This design comes from an exercise in tuning for small area and a short achievable clock period on the open sky130 flow, not from production work. In this exercise RTL edits were held to simulation tests only and were not proved equivalent to the original. Power and IR drop assume default switching activity.

## flow/design.v (module list and top-level ports; edited modules follow where they fit)
// module mul_simd_top: 1801 lines
module mul_simd_top
(
   input  logic        clk,
   input  logic        rst_n,
   input  logic        in_valid,
   input  logic [1:0]  op,
   input  logic [31:0] a,
   input  logic [31:0] b,
   output logic        out_valid,
   output logic [63:0] result
);
  // ...
==> flow/flow/run.sh <==
#!/bin/bash
# Own layout flow: the standard synthesis unchanged, then
#  - (if POLARITY=1) flow/polarity.py removes inverters between full-adder
#    cells of the synthesized netlist by choosing each adder's polarity
#    (registers, ports and the function are unchanged),
#  - the standard ORFS steps with a few resizer settings changed (knobs.sh):
#    port buffers are buf cells (the default pick is a slow delay buffer),
#    the resizer may swap cells across footprints, and repair_timing aims for
#    extra setup slack.
# Each step's full output goes to a log file in this folder.
set -euo pipefail
cd "$(dirname "$0")/.."
source flow/knobs.sh
R=orfs/results/sky130hd/mul_simd_top/base
bash standard.sh synth > flow_synth.log 2>&1
if [[ "${POLARITY:-0}" == 1 ]]; then
  cp $R/1_2_yosys.v flow_synth_netlist.v
  python3 flow/polarity.py $R/1_2_yosys.v > flow_polarity.log 2>&1
  rm -f $R/1_synth.odb $R/1_synth.sdc
fi
bash standard.sh "${KNOBS[@]}" finish > flow_layout.log 2>&1
==> flow/flow/knobs.sh <==
POLARITY=1
KNOBS=(
  MATCH_CELL_FOOTPRINT=0
  "BUFFER_PORTS_ARGS=-buffer_cell sky130_fd_sc_hd__buf_2"
  SETUP_SLACK_MARGIN=5.2
)
==> flow/flow/polarity.py <==
#!/usr/bin/env python3
"""Remove inverters between full-adder cells of a synthesized netlist.

A full adder is self-dual: FA(~a, ~b, ~c) = (~sum, ~carry). Synthesis maps the
carry-save tree into sky130 fa cells, but leaves an inverter on many of the
wires between them. This pass picks, for every fa cell, whether it computes
the true or the inverted values of its wires (flipping all its inputs and
outputs), so that as few inverters as possible are needed, then rewires the
netlist. Registers, ports and all other cells are untouched; the netlist
computes exactly the same function.

usage: polarity.py NETLIST.v   (rewritten in place; a report goes to stdout)
"""
import re, sys, random

path = sys.argv[1]
text = open(path).read()

inst_re = re.compile(r'^(\s*)(sky130_fd_sc_hd__\w+)\s+(\S+)\s*\((.*?)\);\n', re.S | re.M)
pin_re = re.compile(r'\.(\w+)\(\s*(.*?)\s*\)(?=\s*,|\s*$)', re.S)
OUTPINS = {"X", "Y", "Q", "Q_N", "SUM", "COUT", "HI", "LO"}

cells = []
for m in inst_re.finditer(text):
    pins = {}
    for pm in pin_re.finditer(m.group(4)):
        pins[pm.group(1)] = pm.group(2).strip()
    cells.append({"type": m.group(2), "name": m.group(3), "pins": pins,
                  "span": m.span(), "indent": m.group(1)})

hdr_end = text.index(");", text.index("module")) + 2
ports = set()
for m in re.finditer(r'^\s*(input|output|inout)\s*(\[[^\]]*\])?\s*([^;]+);', text, re.M):
    for n in m.group(3).split(","):
        ports.add(n.strip())

def fmt(n):
    return n + " " if n.startswith("\\") else n

def is_port(net):
    base = net.split("[")[0].strip()
    return base in ports or net in ports

driver = {}
for i, c in enumerate(cells):
    for p, n in c["pins"].items():
        if p in OUTPINS:
            driver[n] = (i, p)

def is_inv(c):
    return "__inv_" in c["type"]

def is_fa(c):
    return "__fa_" in c["type"]

def root(net):
    par = 0
    seen = 0
    while net in driver and is_inv(cells[driver[net][0]]) and seen < 50:
        net = cells[driver[net][0]]["pins"]["A"]
        par ^= 1
        seen += 1
    return net, par

fa_ids = [i for i, c in enumerate(cells) if is_fa(c)]
fa_out = {}   # net -> fa index
for i in fa_ids:
    for p in ("SUM", "COUT"):
        if p in cells[i]["pins"]:
            fa_out[cells[i]["pins"][p]] = i

fixed = set()
for i in fa_ids:
    for p in ("SUM", "COUT"):
        n = cells[i]["pins"].get(p)
        if n is not None and is_port(n):
            fixed.add(i)

# managed pins: every input pin of a non-inverter cell whose root is an fa
# output, and every input pin of an fa cell
managed = []   # (cell idx, pin, root net, parity)
for i, c in enumerate(cells):
    if is_inv(c):
        continue
    for p, n in c["pins"].items():
        if p in OUTPINS:
            continue
        r, par = root(n)
        if is_fa(c) or r in fa_out:
            managed.append((i, p, r, par))

# inverter outputs that are ports or feed unmanaged loads stay as they are
x = {i: 0 for i in fa_ids}

def need(m):
    i, p, r, par = m
    v = par
    if is_fa(cells[i]):
        v ^= x[i]
    if r in fa_out:
        v ^= x[fa_out[r]]
    return v

def cost():
    return len({m[2] for m in managed if need(m)})

by_fa = {i: [] for i in fa_ids}
for k, m in enumerate(managed):
    i, p, r, par = m
    if i in by_fa:
        by_fa[i].append(k)
    if r in fa_out:
        by_fa[fa_out[r]].append(k)
by_root = {}
for k, m in enumerate(managed):
    by_root.setdefault(m[2], []).append(k)

def delta(f):
    roots = {managed[k][2] for k in by_fa[f]}
    before = sum(1 for r in roots if any(need(managed[k]) for k in by_root[r]))
    x[f] ^= 1
    after = sum(1 for r in roots if any(need(managed[k]) for k in by_root[r]))
    x[f] ^= 1
    return after - before

c0 = cost()
best = dict(x); best_cost = c0
rng = random.Random(1)
for restart in range(12):
    if restart:
        for f in fa_ids:
            x[f] = best[f]
        for f in rng.sample(fa_ids, max(1, len(fa_ids) // 10)):
            if f not in fixed:
                x[f] ^= 1
    improved = True
    while improved:
        improved = False
        for f in fa_ids:
            if f in fixed:
                continue
            if delta(f) < 0:
                x[f] ^= 1
                improved = True
    cc = cost()
    if cc < best_cost:
        best_cost = cc; best = dict(x)
x = best

# rewrite
new_inv = {}   # root net -> inverted net
extra = []
def inv_of(r):
    if r not in new_inv:
        k = len(new_inv)
        nn = f"_pol{k}_"
        new_inv[r] = nn
        extra.append((f"  wire {nn};\n", f"  sky130_fd_sc_hd__inv_1 _pol{k}_i_ (\n    .A({fmt(r)}),\n    .Y({nn})\n  );\n"))
    return new_inv[r]

for m in managed:
    i, p, r, par = m
    cells[i]["pins"][p] = inv_of(r) if need(m) else r

# drop inverters that drive nothing now (repeat, chains)
loads = {}
def count_loads():
    loads.clear()
    for c in cells:
        if c.get("dead"):
            continue
        for p, n in c["pins"].items():
            if p not in OUTPINS:
                loads[n] = loads.get(n, 0) + 1
changed = True
removed = 0
while changed:
    changed = False
    count_loads()
    for c in cells:
        if c.get("dead") or not is_inv(c):
            continue
        y = c["pins"]["Y"]
        if loads.get(y, 0) == 0 and not is_port(y):
            c["dead"] = True
            removed += 1
            changed = True

out = []
pos = 0
for c in cells:
    s, e = c["span"]
    out.append(text[pos:s])
    if not c.get("dead"):
        ind = c["indent"]
        body = ",\n".join(f"{ind}  .{p}({fmt(n)})" for p, n in c["pins"].items())
        out.append(f"{ind}{c['type']} {c['name']} (\n{body}\n{ind});\n")
    pos = e
out.append(text[pos:])
res = "".join(out)
decl = "".join(d for d, _ in extra)
insts = "".join(i for _, i in extra)
res = res[:hdr_end] + "\n" + decl + res[hdr_end:]
k = res.rindex("endmodule")
res = res[:k] + insts + res[k:]
open(path, "w").write(res)
flipped = sum(1 for f in fa_ids if x[f])
print(f"polarity: {len(fa_ids)} fa cells, {flipped} flipped; inverted roots {c0} -> {best_cost}; "
      f"{removed} inverters removed, {len(new_inv)} added")
==> flow/standard.sh <==
#!/bin/bash
# synth_recipe.tcl (not shown) runs the flow's synth.tcl, then flattens the netlist and writes it again
# the make line also repeats each setting of config.mk as NAME=value (left out here)
make -C /OpenROAD-flow-scripts/flow DESIGN_CONFIG=/design/flow/config.mk WORK_HOME=/design/flow/orfs CLKGATE_MAP_FILE= SYNTH_SCRIPT=/design/flow/synth_recipe.tcl "${@:-finish}"
==> flow/config.mk <==
export PLATFORM = sky130hd
export DESIGN_NAME = mul_simd_top
export DESIGN_NICKNAME = mul_simd_top
export VERILOG_FILES = /design/flow/design.v
export SDC_FILE = /design/flow/constraint.sdc
export NUM_CORES = 4
export LEC_CHECK = 0
export CAP_MARGIN = 20
export CORE_MARGIN = 2
export CORE_UTILIZATION = 60
export CTS_BUF_LIST = sky130_fd_sc_hd__clkbuf_8 sky130_fd_sc_hd__clkbuf_16
export CTS_CLUSTER_DIAMETER = 100
export CTS_CLUSTER_SIZE = 24
export SLEW_MARGIN = 20
==> flow/constraint.sdc <==
create_clock -name core_clock -period 9.5 [get_ports {clk}]
set_input_delay 1.9000 -clock core_clock [delete_from_list [all_inputs] [get_ports {clk}]]
set_output_delay 1.9000 -clock core_clock [all_outputs]
set_load 0.01 [all_outputs]
==> flow_summary.toml, run 1 <==
[timing]
finalCriticalPeriod_ps = 4140
setup_viol = 0
slew_viol_final = 0

[detailed_routing]
drt-initial-drc-count = 1300
via_per_inst = 5.92
wire_per_inst_um = 19.9

[clock_network]
cts_sinks = 259
clk_pin_slew_worst_paths_ps = 100
htree_levels = 1
ctsRootBufferMaster = "clkbuf_16"

[floorplanning]
core-area_um2 = 33700
die-width_um = 189

[finish]
regArea_um2 = 5250
largest_cell_class = "multi-input gates"
syn2layout_area_growth_pct = 5.49
top_regs = "r0_r: 24 flops, r1_r: 24 flops"
signal_buffers = 144

[placed_design]
port-buffer-count = 133

[logic_synthesis]
syn_avg_cell_area_um2 = 9.94

[global_routing]
busiest_layer = "met2"

[worst_setup_path]
cp_data_required_time_ps = 9910
critPathLaunch = "w0_r[0]"
reg2reg_depth = 12

[hold_path]
hp-start = "v1_r"

[run_status]
status = "timing/DRC/antenna clean"
==> run 2: changes to the inputs <==
==> flow/flow/knobs.sh (replaced) <==
POLARITY=1
KNOBS=(
  MATCH_CELL_FOOTPRINT=0
  "BUFFER_PORTS_ARGS=-buffer_cell sky130_fd_sc_hd__buf_2"
  SETUP_SLACK_MARGIN=5.35
)
==> flow_summary.toml, run 2 <==
[clock_network]
cts_sinks = 259
cts.hold.buffers_added = 0
clk_path_buf_depth = 3
clk_pin_slew_worst_paths_ps = 100
ctsRootBufferMaster = "clkbuf_16"
htree_levels = 1
cts_made_buffers = 15
clk_latency_ps = 510
tritoncts = "yes"

[detailed_routing]
wire_per_inst_um = 20.0
drt-initial-drc-count = 1253
drc = 0
via_per_inst = 5.88
dr_total_vias = 14800
ant_nets = 0
wirelength_um = 50200
first_pass_iters = 6

[power]
p_switching_mw = 2.77
clkPwrFrac = 0.108
switching_share = 0.426
p_comb_frac = 0.642
powerDensity_nw_per_um2 = 298
seqPwrFrac = 0.249
peakVddDrop_mv = 0.274
p_int_mw = 3.74
leakagePower_nw = 9.29

[worst_setup_path]
path_buf_inv = 1
crit_slowest_cell = "dfxtp_1"
critPathKind = "flop to flop"
worst-endpoint-arrival_ps = 4480
critPathMaxStageDelay_ps = 740
cp_data_required_time_ps = 9900
path_max_fanout = 17
critical_path.top_delay_family = "adder cells"
worst_setup_path_start_kind = "flop"
endpoint_kind = "flop"
crit_chain = "a22oi_1 -> xnor2_1 -> fa_1 -> fa_1 -> fa_1 -> inv_1 -> fa_1 -> ha_1 -> a32o_1 -> a21o_1"
cpMostUsedCell = "fa_1"

[logic_synthesis]
synth_cells = 2071
yosys_warnings = 1
syn_avg_cell_area_um2 = 9.94
synth_nets = 2478
synth_area_um2 = 20600

[placed_design]
port-buffer-count = 133
dpl.cell_count = 2490
gp_congestion = 0.928
hpwl_um = 38800

[global_routing]
grt_pass1_vias = 14900
grt_pass1_wl_um = 80800
grt_max_degree = 67
grt_usage = 0.286
grt_overflow = 0
antenna_found_initial = 0

[finish]
syn2layout_area_growth_pct = 6.14
drive_above_1_share = 0.118
top_regs = "r0_r: 24 flops, r1_r: 24 flops"
fin_cells = 2514
fill_cells = 2894
final_common_cell = "a22oi_1"
nets = 2467
final_cell_mix = "a22oi_1, xnor2_1, fa_1"

[floorplanning]
io_pins = 134
fp.dieH_um = 189
fp-row-count = 67
die_area_um2 = 35800
initial_utilization = 0.611
die-width_um = 189
core-area_um2 = 33700

[timing]
setup_viol = 0
slew_viol_final = 0
rsz0062_at_grt = "yes"
fmax_mhz = 245
finalSetupTns_ps = 0
tightest_slew_ps = 820
finalCriticalPeriod_ps = 4080
fin_crit_sh = 0.429
hold_viol_final = 0
hold_slack_ps = 376
finClkSkew_ps = 18.6
slew_headroom = 0.452

[hold_path]
hold_path_class = "flop to flop"

[run_status]
status = "timing/DRC/antenna clean"

[job]
cap_violations = 0
-- run 2: timing repair --
item / in CTS / in global routing
setup buffers: 0 / 0
pin swaps: 3 / 2
cloned: 0 / 1
resized for setup: 46 / 28
endpoints found under the setup margin: 32 / 27
-- run 2: worst paths after layout --
kind,startpoint,to,slack [ps],cells past startpoint
min in group asynchronous,rst_n,v1_r,1150,1
max reg2reg,bt0_r[6],bg0_r[2],5420,10
min,v1_r,out_valid,380,0
min reg2reg,v1_r,out_valid,380,0
max in group asynchronous,rst_n,out_valid,8260,1
max,bt0_r[6],bg0_r[2],5420,10
-- run 2: layout make-up --
type | instances | area [µm²] | area share
flip-flops and latches | 259 | 5260 | 0.241
diodes | 1 | 2.50 | 0.000114
clock buffers | 15 | 375 | 0.0172
inverters | 172 | 646 | 0.0295
multi-input cells | 1461 | 14100 | 0.646
repair buffers | 151 | 831 | 0.0380
clock inverters | 7 | 70.1 | 0.00321
well taps | 448 | 561 | 0.0256
-- run 2: metrics by stage --
stage	total power [mW]	util	area (µm²)	setup WS (ps)
after floorplan	4.83	-	20600	5430
after global placement	5.70	0.629	21200	5060
after detailed placement	5.83	0.629	21200	5000
after CTS	6.58	0.645	21800	5280
after global routing	7.24	0.649	21900	5240
final	6.51	0.649	21900	5420
-- run 2: worst register-to-register path: cells and delay by family, from the launching register on --
| family | cells | cell delay [ps] |
|---|---|---|
| adder cells (fa/ha/maj) | 5 | 2310 |
| flip-flops | 1 | 740 |
| AO/OA/AOI/OAI | 3 | 640 |
| XOR/XNOR | 1 | 240 |
| buffers and inverters | 1 | 50 |
-- run 2: power by group through the flow --
stage	combinational [mW]	sequential, mW	clock, mW
after floorplan	3.30	1.53	0
after global placement	4.07	1.63	0
after detailed placement	4.19	1.64	0
after CTS	4.24	1.62	0.725
after global routing	4.83	1.65	0.760
final	4.18	1.62	0.706
-- run 2: routing by layer --
| metal | share of wire | vias up | GRT usage |
|---|---|---|---|
| met2 | 0.46 | 565 | 0.461 |
| li1 | - | 6907 | - |
| met4 | 0.024 | 0 | 0.0671 |
| met5 | 0 | - | 0 |
| met3 | 0.071 | 82 | 0.0417 |
| met1 | 0.45 | 7239 | 0.411 |
==> run 3: changes to the inputs <==
==> flow/flow/knobs.sh (replaced) <==
POLARITY=1
KNOBS=(
  MATCH_CELL_FOOTPRINT=0
  "BUFFER_PORTS_ARGS=-buffer_cell sky130_fd_sc_hd__buf_2"
  SETUP_SLACK_MARGIN=5.5
)
==> flow_summary.toml, run 3 <==
[floorplanning]
die_area_um2 = 35800
io_pins = 134
initial_utilization = 0.611
fp.dieH_um = 189
fp-row-count = 67
core-area_um2 = 33700
die-width_um = 189

[timing]
hold_slack_ps = 372
fmax_mhz = 251
rsz0062_at_grt = "yes"
fin_crit_sh = 0.419
hold_viol_final = 0
slew_viol_final = 0
finalSetupTns_ps = 0
slew_headroom = 0.477
setup_viol = 0
finalCriticalPeriod_ps = 3980
tightest_slew_ps = 784
finClkSkew_ps = 18.5

[clock_network]
tritoncts = "yes"
clk_path_buf_depth = 3
cts_sinks = 259
clk_pin_slew_worst_paths_ps = 100
clk_latency_ps = 520
htree_levels = 1
cts.hold.buffers_added = 0
ctsRootBufferMaster = "clkbuf_16"
cts_made_buffers = 15

[worst_setup_path]
endpoint_kind = "output pin"
worst-endpoint-arrival_ps = 2080
critPathKind = "flop to output pin"
cp_data_required_time_ps = 7600
rr_endpoint = "bg1_r[1]"
r2r_setup_slack_ps = 5610
r2r-start = "bt1_r[4]"
reg2reg_depth = 11
worst_setup_path_start_kind = "flop"
path_max_fanout = 3

[global_routing]
grt_usage = 0.291
grt_pass1_vias = 15000
grt_pass1_wl_um = 82400
grt_overflow = 0
grt_max_degree = 64
antenna_found_initial = 2

[hold_path]
hold_end = "out_valid"
holdPathStages = 0
hold_path_class = "flop to flop"
hp-start = "v1_r"

[job]
cap_violations = 0

[power]
powerDensity_nw_per_um2 = 300
peakVddDrop_mv = 0.237
leakagePower_nw = 9.43

[logic_synthesis]
syn_avg_cell_area_um2 = 9.94
synth_nets = 2478
synth_area_um2 = 20600
yosys_warnings = 1
synth_cells = 2071

[placed_design]
port-buffer-count = 133
hpwl_um = 38800
gp_congestion = 0.888
place_area_um2 = 21200

[detailed_routing]
ant_nets = 0
drt-initial-drc-count = 1333
via_per_inst = 5.95
wirelength_um = 51000
first_pass_iters = 6
dr_total_vias = 15000
drc = 0
wire_per_inst_um = 20.2

[finish]
nets = 2478
syn2layout_area_growth_pct = 7.94
final_cell_mix = "a22oi_1, xnor2_1, fa_1"
utilization = 0.660
final_common_cell = "a22oi_1"
drive_above_1_share = 0.143
fin_area_um2 = 22200
top_regs = "r0_r: 24 flops, r1_r: 24 flops"

[run_status]
status = "timing/DRC/antenna clean"
==> run 3: where the power goes <==
group / leakage [nW] / total (mW) / switching [mW] / internal (mW)
combinational: 7.00 / 4.29 / 2.22 / 2.07
clock: 0.233 / 0.743 / 0.395 / 0.348
sequential: 2.20 / 1.63 / 0.225 / 1.41
total: 9.43 / 6.67 / 2.84 / 3.83
==> run 3: what timing repair did <==
item / 4_1_cts / 5_1_grt
setup buffers: 5 / 10
resized for setup: 87 / 72
gates cloned: 0 / 1
pin swaps: 7 / 5
endpoints found under the setup margin: 61 / 32
==> run 3: layer usage <==
metal  wire (µm)  track usage
met1       22600        0.420
met2       23200        0.464
met3        4090       0.0413
met4        1140       0.0698
met5          13            0
==> run 3: worst max-delay path by stage <==
stage / start / to / slack (ps)
final: cy1_r / result[61] / 5520
after global routing: cy1_r / result[61] / 5400
after CTS: w0_r[0] / bg0_r[2] / 5470
after detailed placement: w0_r[0] / bg0_r[2] / 4760
after global placement: w0_r[0] / bg0_r[2] / 4850
after floorplan: bt1_r[4] / bg1_r[1] / 5480
==> run 3: layout make-up <==
| class | count | area, µm² |
|---|---|---|
| Antenna cell | 2 | 5.00 |
| Inverter | 172 | 646 |
| Clock buffer | 15 | 375 |
| Fill cell | 2829 | 11500 |
| Tap cell | 448 | 561 |
| Clock inverter | 7 | 92.6 |
| Multi-Input combinational cell | 1461 | 14200 |
| Timing Repair Buffer | 162 | 932 |
| Sequential cell | 259 | 5380 |
==> run 3: worst max-delay path, cell delays in order (launching register included) <==
cell and delay [ps]:
dfxtp_4 370, a21oi_4 90, o211a_4 270, o31ai_4 310, ha_2 240, xor2_1 120
buf_2 140
==> run 3: metrics by stage <==
step | instances | total power, mW | worst slack (ps)
finish | 2526 | 6.67 | 5520
global route | 2524 | 7.38 | 5400
CTS | 2513 | 6.65 | 5470
detailed placement | 2486 | 5.84 | 4760
global placement | 2486 | 5.70 | 4850
floorplan | 2071 | 4.83 | 5480
==> run 4: changes to the inputs <==
==> flow/flow/knobs.sh (replaced) <==
POLARITY=1
KNOBS=(
  MATCH_CELL_FOOTPRINT=0
  "BUFFER_PORTS_ARGS=-buffer_cell sky130_fd_sc_hd__buf_2"
  SETUP_SLACK_MARGIN=5.35
)
--- a/flow/config.mk
+++ b/flow/config.mk
@@ -11,4 +11,5 @@
 export CTS_BUF_LIST = sky130_fd_sc_hd__clkbuf_8 sky130_fd_sc_hd__clkbuf_16
 export CTS_CLUSTER_DIAMETER = 100
 export CTS_CLUSTER_SIZE = 24
+export GPL_ROUTABILITY_DRIVEN = 0
 export SLEW_MARGIN = 20
==> flow_summary.toml, run 4 <==
[run_status]
status = "timing/DRC/antenna clean"

[placed_design]
port-buffer-count = 133
hpwl_um = 38400
dpl.cell_count = 2485
place_area_um2 = 21200

[worst_setup_path]
critPathMaxStageDelay_ps = 380
crit_cells = 6
cp-endpoint = "result[29]"
reg2reg_depth = 12
cp_data_required_time_ps = 7600
r2r_setup_slack_ps = 5480
critPathLaunch = "cy0_r"
rr_endpoint = "bg1_r[2]"
crit_slowest_cell = "dfxtp_1"
worst_setup_path_start_kind = "flop"
critPathKind = "flop to output pin"
path_buf_inv = 1
crit_chain = "a21oi_2 -> o211a_4 -> o31ai_4 -> ha_2 -> xor2_1 -> buf_2"
r2r-start = "ml1_r[5]"
critical_path.top_delay_family = "compound AO/OA/AOI/OAI gates"
endpoint_kind = "output pin"
path_max_fanout = 3
worst-endpoint-arrival_ps = 2150

[detailed_routing]
drt-initial-drc-count = 1397
drc = 0
wire_per_inst_um = 20.0
first_pass_iters = 6
via_per_inst = 5.95
ant_nets = 0
wirelength_um = 50200
dr_total_vias = 14900

[power]
p_switching_mw = 2.82
seqPwrFrac = 0.248
peakVddDrop_mv = 0.211
powerDensity_nw_per_um2 = 300
switching_share = 0.428
clkPwrFrac = 0.114
p_int_mw = 3.76
power_mw = 6.58
leakagePower_nw = 9.30
p_comb_frac = 0.638

[global_routing]
met1_usage = 0.415
grt_pass1_vias = 15100
busiest_layer = "met2"
grt_max_degree = 67
met2_usage = 0.452
antenna_found_initial = 0
grt_usage = 0.285
grt_overflow = 0
met3_usage = 0.0347
grt_pass1_wl_um = 80900

[clock_network]
htree_levels = 1
tritoncts = "yes"
cts_sinks = 259
clk_pin_slew_worst_paths_ps = 100
ctsRootBufferMaster = "clkbuf_16"
clk_path_buf_depth = 3
cts.hold.buffers_added = 0
cts_made_buffers = 16
clk_latency_ps = 530

[timing]
tightest_slew_ps = 855
finalCriticalPeriod_ps = 4050
fin_crit_sh = 0.426
slew_viol_final = 0
hold_viol_final = 0
setup_viol = 0
fmax_mhz = 247
finClkSkew_ps = 27.4
rsz0062_at_grt = "yes"
finalSetupTns_ps = 0
slew_headroom = 0.429

[finish]
top_regs = "r0_r: 24 flops, r1_r: 24 flops"
nets = 2464
final_cell_mix = "a22oi_1, xnor2_1, fa_1"
utilization = 0.650
antenna_cells = 0
drive_above_1_share = 0.119
syn2layout_area_growth_pct = 6.34
final_common_cell = "a22oi_1"
fin_cells = 2511
fin_area_um2 = 21900

[logic_synthesis]
synth_nets = 2478
synth_cells = 2071
syn_avg_cell_area_um2 = 9.94
synth_area_um2 = 20600
yosys_warnings = 1

[hold_path]
hold_path_class = "flop to flop"

[floorplanning]
fp-row-count = 67
initial_utilization = 0.611
fp.dieH_um = 189
die-width_um = 189
core-area_um2 = 33700
die_area_um2 = 35800
io_pins = 134

[job]
cap_violations = 0
## run 4: changes by cell type in the layout (fill, tap and decap cells not counted), sizes merged
cell	delta
buf	-16
clkbuf	+3
inv	+1
bufinv	-2
clkinvlp	+1
diode	-2
## run 4: layout make-up
cell class                      instances  area (µm²)
Clock buffer                           17         425
Clock inverter                          7        70.1
Fill cell                            2807       11800
Inverter                              172         646
Multi-Input combinational cell       1461       14100
Sequential cell                       259        5260
Tap cell                              448         561
Timing Repair Buffer                  147         818
## run 4: what timing repair did
item	CTS	global route
buffers inserted	0	0
setup endpoints to repair	39	25
gates resized for setup	45	30
gates cloned	0	2
pin swaps	3	2
## run 4: worst min path at each step
stage / start / end / slack (ps) / depth (start not counted)
after floorplan: v1_r / out_valid / 330 / 0
after global placement: v1_r / out_valid / 340 / 0
after detailed placement: v1_r / out_valid / 350 / 0
after CTS: v1_r / out_valid / 370 / 0
after global routing: v1_r / out_valid / 380 / 0
final: v1_r / out_valid / 370 / 0
## run 4: metrics by stage
| stage | hold WS (ps) | worst slack (ps) |
|---|---|---|
| after CTS | 374 | 5310 |
| after detailed placement | 350 | 4970 |
| after global placement | 343 | 5060 |
| after floorplan | 331 | 5430 |
| after global routing | 385 | 5320 |
| final | 367 | 5450 |
## run 4: routing by layer
| layer | up-vias | part of all wire |
|---|---|---|
| met5 | - | 0 |
| met4 | 0 | 0.025 |
| met3 | 77 | 0.075 |
| met2 | 563 | 0.45 |
| met1 | 7406 | 0.45 |
| li1 | 6897 | - |
## run 4: power by group through the flow
stage / combinational [mW] / sequential, mW / clock, mW
2_1_floorplan: 3.30 / 1.53 / 0
3_3_place_gp: 4.06 / 1.64 / 0
3_5_place_dp: 4.19 / 1.64 / 0
4_1_cts: 4.23 / 1.62 / 0.771
6_report: 4.19 / 1.63 / 0.752
5_1_grt: 4.83 / 1.66 / 0.809
==> run 5: changes to the inputs <==
==> flow/flow/knobs.sh (replaced) <==
POLARITY=1
KNOBS=(
  MATCH_CELL_FOOTPRINT=0
  "BUFFER_PORTS_ARGS=-buffer_cell sky130_fd_sc_hd__buf_2"
  SETUP_SLACK_MARGIN=5.7
)
==> flow_summary.toml, run 5 <==
[worst_setup_path]
crit_chain = "a21oi_4 -> o211a_4 -> o31ai_4 -> buf_4 -> a21oi_2 -> xnor2_1 -> buf_2"
cp_data_required_time_ps = 7600
crit_slowest_cell = "dfxtp_2"
worst_setup_path_start_kind = "flop"
worst-endpoint-arrival_ps = 2080
critPathKind = "flop to output pin"
path_buf_inv = 2
path_max_fanout = 3
endpoint_kind = "output pin"
critPathMaxStageDelay_ps = 370
critical_path.top_delay_family = "compound AO/OA/AOI/OAI gates"

[detailed_routing]
via_per_inst = 5.89
first_pass_iters = 6
wire_per_inst_um = 20.0
drt-initial-drc-count = 1250
drc = 0
ant_nets = 0
dr_total_vias = 15100
wirelength_um = 51300

[power]
powerDensity_nw_per_um2 = 306
peakVddDrop_mv = 0.306
switching_share = 0.419
clkPwrFrac = 0.107
p_comb_frac = 0.662
p_switching_mw = 3.00
leakagePower_nw = 9.77
seqPwrFrac = 0.231
p_int_mw = 4.16

[job]
cap_violations = 0

[timing]
finalCriticalPeriod_ps = 3980
slew_headroom = 0.497
hold_viol_final = 0
fin_crit_sh = 0.419
finalSetupTns_ps = 0
finClkSkew_ps = 19.7
slew_viol_final = 0
setup_viol = 0
tightest_slew_ps = 753
rsz0062_at_grt = "yes"
fmax_mhz = 251

[floorplanning]
die-width_um = 189
fp-row-count = 67
fp.dieH_um = 189
initial_utilization = 0.611
die_area_um2 = 35800
core-area_um2 = 33700
io_pins = 134

[global_routing]
grt_pass1_vias = 15000
grt_pass1_wl_um = 81000
grt_usage = 0.287
antenna_found_initial = 3
grt_max_degree = 64
grt_overflow = 0

[clock_network]
cts_made_buffers = 16
cts_sinks = 259
htree_levels = 1
clk_pin_slew_worst_paths_ps = 100
clk_path_buf_depth = 3
ctsRootBufferMaster = "clkbuf_16"
clk_latency_ps = 510
tritoncts = "yes"

[logic_synthesis]
synth_cells = 2071
yosys_warnings = 1
syn_avg_cell_area_um2 = 9.94
synth_nets = 2478
synth_area_um2 = 20600

[finish]
utilization = 0.695
drive_above_1_share = 0.213
final_common_cell = "a22oi_1"
top_regs = "r0_r: 24 flops, r1_r: 24 flops"
nets = 2522
final_cell_mix = "a22oi_1, xnor2_1, fa_1"
syn2layout_area_growth_pct = 13.7

[hold_path]
hold_path_class = "flop to flop"

[placed_design]
port-buffer-count = 133
hpwl_um = 38000

[run_status]
status = "timing/DRC/antenna clean"
-- run 5: worst paths after layout --
kind	start	to	slack (ps)	depth (start not counted)
max	cy0_r	result[31]	5520	7
min in group asynchronous	rst_n	out_valid	1140	1
min reg2reg	v1_r	out_valid	370	0
max reg2reg	w0_r[0]	bg1_r[2]	5760	14
max in group asynchronous	rst_n	v1_r	8270	1
min	v1_r	out_valid	370	0
-- run 5: worst reg2reg max path, stage by stage (launching register included) --
cell     delay (ps)
dfxtp_4         370
buf_12          170
buf_12          160
nand2_8          90
xnor2_1         280
fa_1            250
nor2b_2          60
fa_1            530
inv_1            60
fa_2            560
inv_1            60
fa_2            420
ha_4            240
a32o_1          240
a21o_1          160
-- run 5: power groups by stage --
stage / clock network, mW / logic (mW) / registers [mW]
floorplan: 0 / 3.33 / 1.53
CTS: 0.785 / 4.40 / 1.63
global placement: 0 / 4.07 / 1.64
finish: 0.766 / 4.74 / 1.66
detailed placement: 0 / 4.21 / 1.65
global route: 0.826 / 5.40 / 1.68
-- run 5: area by class of cell --
cell class / instances / area (µm²)
multi-input combinational: 1461 / 14800
fill: 2686 / 10300
sequential: 259 / 5450
timing repair buffer: 205 / 1430
inverter: 172 / 648
tap: 448 / 561
clock buffer: 17 / 425
clock inverter: 7 / 100
antenna: 2 / 5.00
-- run 5: repair_timing --
| action | CTS | global route |
|---|---|---|
| resized for setup | 171 | 154 |
| setup endpoints to repair | 80 | 57 |
| cloned | 2 | 1 |
| endpoints found under the hold margin | 0 | 0 |
| buffers inserted | 20 | 39 |
| pin swaps | 22 | 40 |
| hold buffers | 0 | 0 |
-- run 5: through the flow --
stage                     setup slack, ps  hold WS, ps  total power, mW  std cells  cell area (µm²)
final                                5520          374             7.16       2571            23400
after global routing                 5420          387             7.90       2569            23400
after CTS                            5500          376             6.82       2529            22400
after detailed placement             5010          343             5.86       2483            21200
after global placement               5090          344             5.71       2483            21200
after floorplan                      5680          331             4.86       2071            20700
-- run 5: routing by layer --
layer / GRT usage / up-vias / share of wire
met5: 0 / - / 0.00025
met4: 0.0871 / 2 / 0.031
met3: 0.0361 / 79 / 0.070
met2: 0.450 / 547 / 0.46
met1: 0.416 / 7501 / 0.44
li1: - / 7008 / -
==> run 6: changes to the inputs <==
==> flow/flow/knobs.sh (replaced) <==
POLARITY=1
KNOBS=(
  MATCH_CELL_FOOTPRINT=0
  "BUFFER_PORTS_ARGS=-buffer_cell sky130_fd_sc_hd__buf_2"
  SETUP_SLACK_MARGIN=5.55
)
==> flow_summary.toml, run 6 <==
[run_status]
status = "timing/DRC/antenna clean"

[placed_design]
hpwl_um = 38400
place_area_um2 = 21200
post-place-ws_ps = 4710
port-buffer-count = 133
dpl.cell_count = 2484

[floorplanning]
core-area_um2 = 33700
fp-row-count = 67
initial_utilization = 0.611
io_pins = 134
die-width_um = 189
die_area_um2 = 35800
fp.dieH_um = 189

[finish]
syn2layout_area_growth_pct = 8.54
fin_cells = 2526
utilization = 0.663
final_common_cell = "a22oi_1"
drive_above_1_share = 0.148
fill_cells = 2765
nets = 2480
top_regs = "r0_r: 24 flops, r1_r: 24 flops"
antenna_cells = 0
final_cell_mix = "a22oi_1, xnor2_1, fa_1"
fin_area_um2 = 22400

[timing]
tightest_slew_ps = 968
finClkSkew_ps = 21.4
hold_slack_ps = 371
setup_viol = 0
slew_viol_final = 0
finalSetupTns_ps = 0
finalCriticalPeriod_ps = 3990
worst_slack_ps = 5510
fmax_mhz = 251
slew_headroom = 0.353
hold_viol_final = 0
fin_crit_sh = 0.420
rsz0062_at_grt = "yes"

[power]
power_mw = 6.77
leakagePower_nw = 9.47
powerDensity_nw_per_um2 = 303
peakVddDrop_mv = 0.285

[logic_synthesis]
syn_avg_cell_area_um2 = 9.94
yosys_warnings = 1
synth_cells = 2071
synth_nets = 2478
synth_area_um2 = 20600

[worst_setup_path]
crit_slowest_cell = "dfxtp_2"
worst-endpoint-arrival_ps = 2090
critPathKind = "flop to output pin"
endpoint_kind = "output pin"
critPathMaxStageDelay_ps = 360
path_max_fanout = 3
worst_setup_path_start_kind = "flop"
crit_chain = "a21oi_4 -> o211a_4 -> o31ai_4 -> ha_2 -> xor2_1 -> buf_2"
cp_data_required_time_ps = 7600

[hold_path]
hold_path_class = "flop to flop"

[job]
cap_violations = 0

[global_routing]
grt_usage = 0.287
grt_pass1_vias = 15100
grt_overflow = 0
grt_pass1_wl_um = 81200
grt_max_degree = 64
antenna_found_initial = 1

[clock_network]
ctsRootBufferMaster = "clkbuf_16"
clk_path_buf_depth = 3
tritoncts = "yes"
clk_pin_slew_worst_paths_ps = 80
cts.hold.buffers_added = 0
htree_levels = 1
clk_latency_ps = 520
cts_made_buffers = 16
cts_sinks = 259

[detailed_routing]
wirelength_um = 50300
via_per_inst = 5.90
first_pass_iters = 6
wire_per_inst_um = 19.9
dr_total_vias = 14900
drt-initial-drc-count = 1408
drc = 0
ant_nets = 0
[run 6: what timing repair did]
| action | CTS | global route |
|---|---|---|
| hold endpoints to repair | 0 | 0 |
| resized for setup | 98 | 78 |
| endpoints found under the setup margin | 68 | 30 |
| gates cloned | 1 | 0 |
| buffers inserted | 8 | 10 |
| pin swaps | 6 | 9 |
[run 6: final timing paths]
kind	from	to	slack [ps]	cells after the start
max in group asynchronous	rst_n	v1_r	8250	1
min in group asynchronous	rst_n	out_valid	1160	1
worst min-delay path	v1_r	out_valid	370	0
worst max register to register	bt0_r[7]	bg0_r[2]	5610	10
worst min register to register	v1_r	out_valid	370	0
worst max-delay path	cy0_r	result[29]	5510	6
[run 6: layer usage]
metal / wire length [µm] / track usage / vias to the layer above / share of wire
met3: 3980 / 0.0413 / 82 / 0.079
met2: 22800 / 0.461 / 551 / 0.45
li1: - / - / 6930 / -
met5: 0 / 0 / - / 0
met1: 22100 / 0.409 / 7329 / 0.44
met4: 1360 / 0.0742 / 0 / 0.027
[run 6: area by class of cell]
cell class	instances	area, µm²	share of cell area
clock buffers	17	425	0.0190
well taps	448	561	0.0251
clock inverters	6	96.3	0.00431
flip-flops and latches	259	5400	0.241
multi-input cells	1461	14300	0.638
repair buffers	163	960	0.0429
inverters	172	646	0.0289
[run 6: worst max-delay path, delay by kind of cell (launching register included)]
family	cells	cell delay, ps
fa+ha+maj	1	230
compound gates	3	670
flops	1	360
buf+inv	1	160
xor+xnor	1	160
[run 6: where the power goes]
part,switching (mW),internal (mW),leakage (nW)
Clock,0.402,0.362,0.253
Combinational,2.24,2.12,7.02
Sequential,0.227,1.41,2.20
==> run 7: changes to the inputs <==
==> flow/flow/knobs.sh (replaced) <==
POLARITY=1
KNOBS=(
  MATCH_CELL_FOOTPRINT=0
  "BUFFER_PORTS_ARGS=-buffer_cell sky130_fd_sc_hd__buf_2"
  SETUP_SLACK_MARGIN=5.45
)
--- a/flow/config.mk
+++ b/flow/config.mk
@@ -11,5 +11,4 @@
 export CTS_BUF_LIST = sky130_fd_sc_hd__clkbuf_8 sky130_fd_sc_hd__clkbuf_16
 export CTS_CLUSTER_DIAMETER = 100
 export CTS_CLUSTER_SIZE = 24
-export GPL_ROUTABILITY_DRIVEN = 0
 export SLEW_MARGIN = 20
==> flow_summary.toml, run 7 <==
[run_status]
status = "timing/DRC/antenna clean"

[power]
powerDensity_nw_per_um2 = 303
p_comb_frac = 0.640
power_mw = 6.70
leakagePower_nw = 9.38
switching_share = 0.426
p_switching_mw = 2.85
clkPwrFrac = 0.116
seqPwrFrac = 0.244
peakVddDrop_mv = 0.223
p_int_mw = 3.84

[floorplanning]
fp-row-count = 67
die-width_um = 189
core-area_um2 = 33700
die_area_um2 = 35800
io_pins = 134
initial_utilization = 0.611
fp.dieH_um = 189

[placed_design]
port-buffer-count = 133
post-place-ws_ps = 5000
gp_congestion = 0.898
hpwl_um = 39100

[worst_setup_path]
critical_path.top_delay_family = "compound AO/OA/AOI/OAI gates"
path_buf_inv = 1
worst_setup_path_start_kind = "flop"
critPathKind = "flop to output pin"
reg2reg_depth = 11
critPathMaxStageDelay_ps = 360
r2r-start = "w0_r[0]"
cp_data_required_time_ps = 7600
r2r_setup_slack_ps = 5560
path_max_fanout = 3
rr_endpoint = "bg1_r[2]"
crit_chain = "nand2_2 -> o211a_4 -> o31ai_4 -> ha_2 -> xor2_1 -> buf_2"
endpoint_kind = "output pin"
worst-endpoint-arrival_ps = 2110
crit_slowest_cell = "dfxtp_2"

[detailed_routing]
wirelength_um = 50800
dr_total_vias = 14900
top_layer_used = "met4"
first_pass_iters = 7
wl_met2_um = 23400
via_per_inst = 5.91
ant_nets = 0
drc = 0
routed-wl-met3_um = 3620
wl_met1_um = 22500
wire_per_inst_um = 20.2
drt-initial-drc-count = 1223

[global_routing]
grt_max_degree = 64
grt_pass1_wl_um = 81400
grt_pass1_vias = 15000
grt_overflow = 0
grt_usage = 0.289
antenna_found_initial = 2

[timing]
finClkSkew_ps = 18.6
fin_crit_sh = 0.422
finalSetupTns_ps = 0
hold_slack_ps = 372
tightest_slew_ps = 825
fmax_mhz = 250
hold_viol_final = 0
slew_headroom = 0.449
worst_slack_ps = 5490
finalCriticalPeriod_ps = 4010
slew_viol_final = 0
rsz0062_at_grt = "yes"
setup_viol = 0

[finish]
nets = 2468
regArea_um2 = 5350
fill_cells = 2808
utilization = 0.656
multi_input_area_um2 = 14200
syn2layout_area_growth_pct = 7.42
final_common_cell = "a22oi_1"
final_cell_mix = "a22oi_1, xnor2_1, fa_1"
drive_above_1_share = 0.130
top_regs = "r0_r: 24 flops, r1_r: 24 flops"
antenna_cells = 0

[logic_synthesis]
yosys_warnings = 1
synth_nets = 2478
synth_cells = 2071
syn_avg_cell_area_um2 = 9.94
synth_area_um2 = 20600

[clock_network]
ctsRootBufferMaster = "clkbuf_16"
tritoncts = "yes"
cts.hold.buffers_added = 0
clk_path_buf_depth = 3
cts_sinks = 259
clk_pin_slew_worst_paths_ps = 100
clk_latency_ps = 530
htree_levels = 1
cts_made_buffers = 16

[hold_path]
hp-start = "v1_r"
holdPathStages = 0
hold_end = "out_valid"
hold_path_class = "flop to flop"

[job]
cap_violations = 0
run 7: per-stage QoR:
step                instance area (µm²)  instances
floorplan                         20600       2071
global placement                  21200       2487
detailed placement                21200       2487
CTS                               21900       2514
global route                      22100       2516
finish                            22100       2516
run 7: how the worst max path moves through the flow:
stage                       endpoint  cells after the start  slack [ps]      from
after global placement      bg1_r[2]                     11        5030   w0_r[0]
after CTS                   bg1_r[2]                     10        5360  bo1_r[6]
after floorplan             bg1_r[1]                     12        5460  bn1_r[3]
after detailed placement    bg1_r[2]                     11        5000   w0_r[0]
after global routing        bg1_r[2]                     12        5410  bt1_r[0]
final                     result[61]                      6        5490  bp1_r[1]
run 7: power groups by stage:
| stage | Sequential [mW] | Clock [mW] | Combinational (mW) |
|---|---|---|---|
| 6_report | 1.63 | 0.776 | 4.29 |
| 5_1_grt | 1.66 | 0.836 | 4.93 |
| 4_1_cts | 1.63 | 0.800 | 4.28 |
| 3_5_place_dp | 1.64 | 0 | 4.22 |
| 3_3_place_gp | 1.63 | 0 | 4.06 |
| 2_1_floorplan | 1.53 | 0 | 3.30 |
run 7: cell type report:
cell class / count / share of cell area
clock buffer: 17 / 0.0192
timing repair buffer: 151 / 0.0385
multi-input combinational: 1461 / 0.641
sequential: 259 / 0.242
inverter: 172 / 0.0292
clock inverter: 8 / 0.00464
tap: 448 / 0.0253
run 7: metal layers:
layer,track usage,up-vias
li1,-,6897
met1,0.416,7363
met2,0.464,544
met3,0.0404,65
met4,0.0686,0
met5,0,-
run 7: what timing repair did:
item | in CTS | in global routing
gates resized for setup | 68 | 60
setup endpoints to repair | 49 | 24
buffers inserted | 1 | 1
pin swaps | 6 | 4
cloned | 1 | 1
==> run 8: changes to the inputs <==
==> flow/flow/knobs.sh (replaced) <==
POLARITY=1
KNOBS=(
  MATCH_CELL_FOOTPRINT=0
  "BUFFER_PORTS_ARGS=-buffer_cell sky130_fd_sc_hd__buf_2"
  SETUP_SLACK_MARGIN=5.5
)
--- a/flow/config.mk
+++ b/flow/config.mk
@@ -10,5 +10,5 @@
 export CORE_UTILIZATION = 60
 export CTS_BUF_LIST = sky130_fd_sc_hd__clkbuf_8 sky130_fd_sc_hd__clkbuf_16
 export CTS_CLUSTER_DIAMETER = 100
-export CTS_CLUSTER_SIZE = 24
+export CTS_CLUSTER_SIZE = 28
 export SLEW_MARGIN = 20
==> flow_summary.toml, run 8 <==
[global_routing]
met2_usage = 0.463
grt_pass1_wl_um = 82600
met1_usage = 0.418
grt_overflow = 0
grt_usage = 0.291
busiest_layer = "met2"
met3_usage = 0.0443
grt_pass1_vias = 15100
grt_max_degree = 64
antenna_found_initial = 2

[detailed_routing]
dr_total_vias = 15100
drt-initial-drc-count = 1235
drc = 0
ant_nets = 0
wire_per_inst_um = 20.3
first_pass_iters = 8
wirelength_um = 51300
via_per_inst = 5.95

[worst_setup_path]
r2r_setup_slack_ps = 5580
worst-endpoint-arrival_ps = 2090
endpoint_kind = "output pin"
path_max_fanout = 3
crit_chain = "a21oi_4 -> o211ai_1 -> a21o_1 -> ha_2 -> xor2_1 -> buf_2"
crit_slowest_cell = "dfxtp_4"
critPathLaunch = "cy1_r"
worst_setup_path_start_kind = "flop"
critPathMaxStageDelay_ps = 370
cp_data_required_time_ps = 7600
critPathKind = "flop to output pin"
r2r-start = "ml0_r[3]"
reg2reg_depth = 11
rr_endpoint = "bg0_r[2]"

[logic_synthesis]
syn_avg_cell_area_um2 = 9.94
yosys_warnings = 1
synth_nets = 2478
synth_cells = 2071
synth_area_um2 = 20600

[finish]
final_common_cell = "a22oi_1"
utilization = 0.662
nets = 2483
drive_above_1_share = 0.147
syn2layout_area_growth_pct = 8.32
fill_cells = 2823
final_cell_mix = "a22oi_1, xnor2_1, fa_1"
top_regs = "r0_r: 24 flops, r1_r: 24 flops"

[timing]
finalSetupTns_ps = 0
slew_viol_final = 0
rsz0062_at_grt = "yes"
hold_slack_ps = 373
fmax_mhz = 251
worst_slack_ps = 5510
slew_headroom = 0.503
fin_crit_sh = 0.420
finalCriticalPeriod_ps = 3990
setup_viol = 0
finClkSkew_ps = 20.6
hold_viol_final = 0
tightest_slew_ps = 745

[floorplanning]
die-width_um = 189
die_area_um2 = 35800
fp-row-count = 67
io_pins = 134
core-area_um2 = 33700
initial_utilization = 0.611
fp.dieH_um = 189

[power]
powerDensity_nw_per_um2 = 299
power_mw = 6.67
leakagePower_nw = 9.47
peakVddDrop_mv = 0.236

[clock_network]
htree_levels = 1
tritoncts = "yes"
cts_sinks = 259
cts.hold.buffers_added = 0
clk_pin_slew_worst_paths_ps = 120
cts_made_buffers = 15
clk_latency_ps = 530
clk_path_buf_depth = 3
ctsRootBufferMaster = "clkbuf_16"

[placed_design]
gp_congestion = 0.888
port-buffer-count = 133
post-place-ws_ps = 4760
hpwl_um = 38800

[run_status]
status = "timing/DRC/antenna clean"

[job]
cap_violations = 0

[hold_path]
hold_path_class = "flop to flop"
hp-start = "v1_r"
hold_end = "out_valid"
holdPathStages = 0
[run 8: through the flow]
stage,instances,instance area [µm²]
floorplan,2071,20600
global placement,2486,21200
detailed placement,2486,21200
CTS,2515,21900
global route,2531,22300
finish,2532,22300
[run 8: worst max path at each step]
stage | to | slack, ps
3_3_place_gp | bg0_r[2] | 4850
6_report | result[55] | 5510
2_1_floorplan | bg1_r[1] | 5480
4_1_cts | bg0_r[2] | 5400
3_5_place_dp | bg0_r[2] | 4760
5_1_grt | bg0_r[2] | 5410
[run 8: timing repair]
action                     CTS  global route
resized for setup           84            82
setup buffers                5            15
gates cloned                 0             1
pin swaps                    8             9
setup endpoints to repair   60            33
[run 8: worst max-delay path: cells and delay by family (launching register included)]
| kind | cells | cell delay [ps] |
|---|---|---|
| AOI/OAI and AO/OA | 3 | 720 |
| xor gates and xnor gates | 1 | 150 |
| adders and majority gates | 1 | 180 |
| buffers and inverters | 1 | 140 |
| DFF | 1 | 370 |
[run 8: final cells by class]
type | count | area, µm² | share of cell area
clock buffer | 15 | 375 | 0.0168
sequential | 259 | 5380 | 0.241
antenna | 1 | 2.50 | 0.000112
timing repair buffer | 167 | 973 | 0.0436
tap | 448 | 561 | 0.0251
clock inverter | 9 | 109 | 0.00488
multi-input combinational | 1461 | 14300 | 0.639
inverter | 172 | 646 | 0.0289
[run 8: metal layers]
metal	vias up	wire length, µm	part of all wire
li1	6934	-	-
met1	7472	22700	0.44
met2	596	23400	0.46
met3	73	3970	0.077
met4	2	1260	0.025
met5	-	13	0.00025
[run 8: report_power, final]
| group | internal (mW) | switching [mW] | leakage, nW |
|---|---|---|---|
| Sequential | 1.41 | 0.227 | 2.20 |
| Clock | 0.310 | 0.430 | 0.241 |
| Combinational | 2.08 | 2.22 | 7.03 |
| Total | 3.80 | 2.87 | 9.47 |

separate check: timing with driven ports:
In the flow no input, the clock included, has a driving cell. The finished layouts below were timed again as built, in two steps.
Step 1 (the two cells are an assumption about what drives the block):
set clk [get_ports {clk}]
set_driving_cell -lib_cell sky130_fd_sc_hd__clkbuf_16 $clk
set_driving_cell -lib_cell sky130_fd_sc_hd__buf_2 [delete_from_list [all_inputs] $clk]
Step 2, shift: input delay + t, output delay - t, t = (earliest + latest rising clock arrival at the registers) / 2. This alone moves slack from input paths to output paths.
a / b / c = no drivers / after step 1 / after step 2; a / b = the first two.
run | t, ns | setup slack, ns | latest minus earliest clock arrival (ns)
run 1 | 0.560 | 5.359 / 5.306 / 5.359 | 0.017 / 0.017
run 2 | 0.555 | 5.423 / 5.404 / 5.423 | 0.019 / 0.020
run 3 | 0.562 | 5.522 / 5.469 / 5.316 | 0.021 / 0.021
run 4 | 0.576 | 5.453 / 5.397 / 5.322 | 0.028 / 0.028
run 5 | 0.558 | 5.523 / 5.469 / 5.430 | 0.025 / 0.025
run 6 | 0.562 | 5.510 / 5.455 / 5.186 | 0.022 / 0.022
run 7 | 0.577 | 5.494 / 5.440 / 5.330 | 0.020 / 0.019
run 8 | 0.571 | 5.512 / 5.458 / 5.284 | 0.027 / 0.028
After both steps setup and hold are still met in every run listed. The setup slack of run 6, which loses most, moves by -0.055 ns with the drivers and by -0.324 ns with both steps.
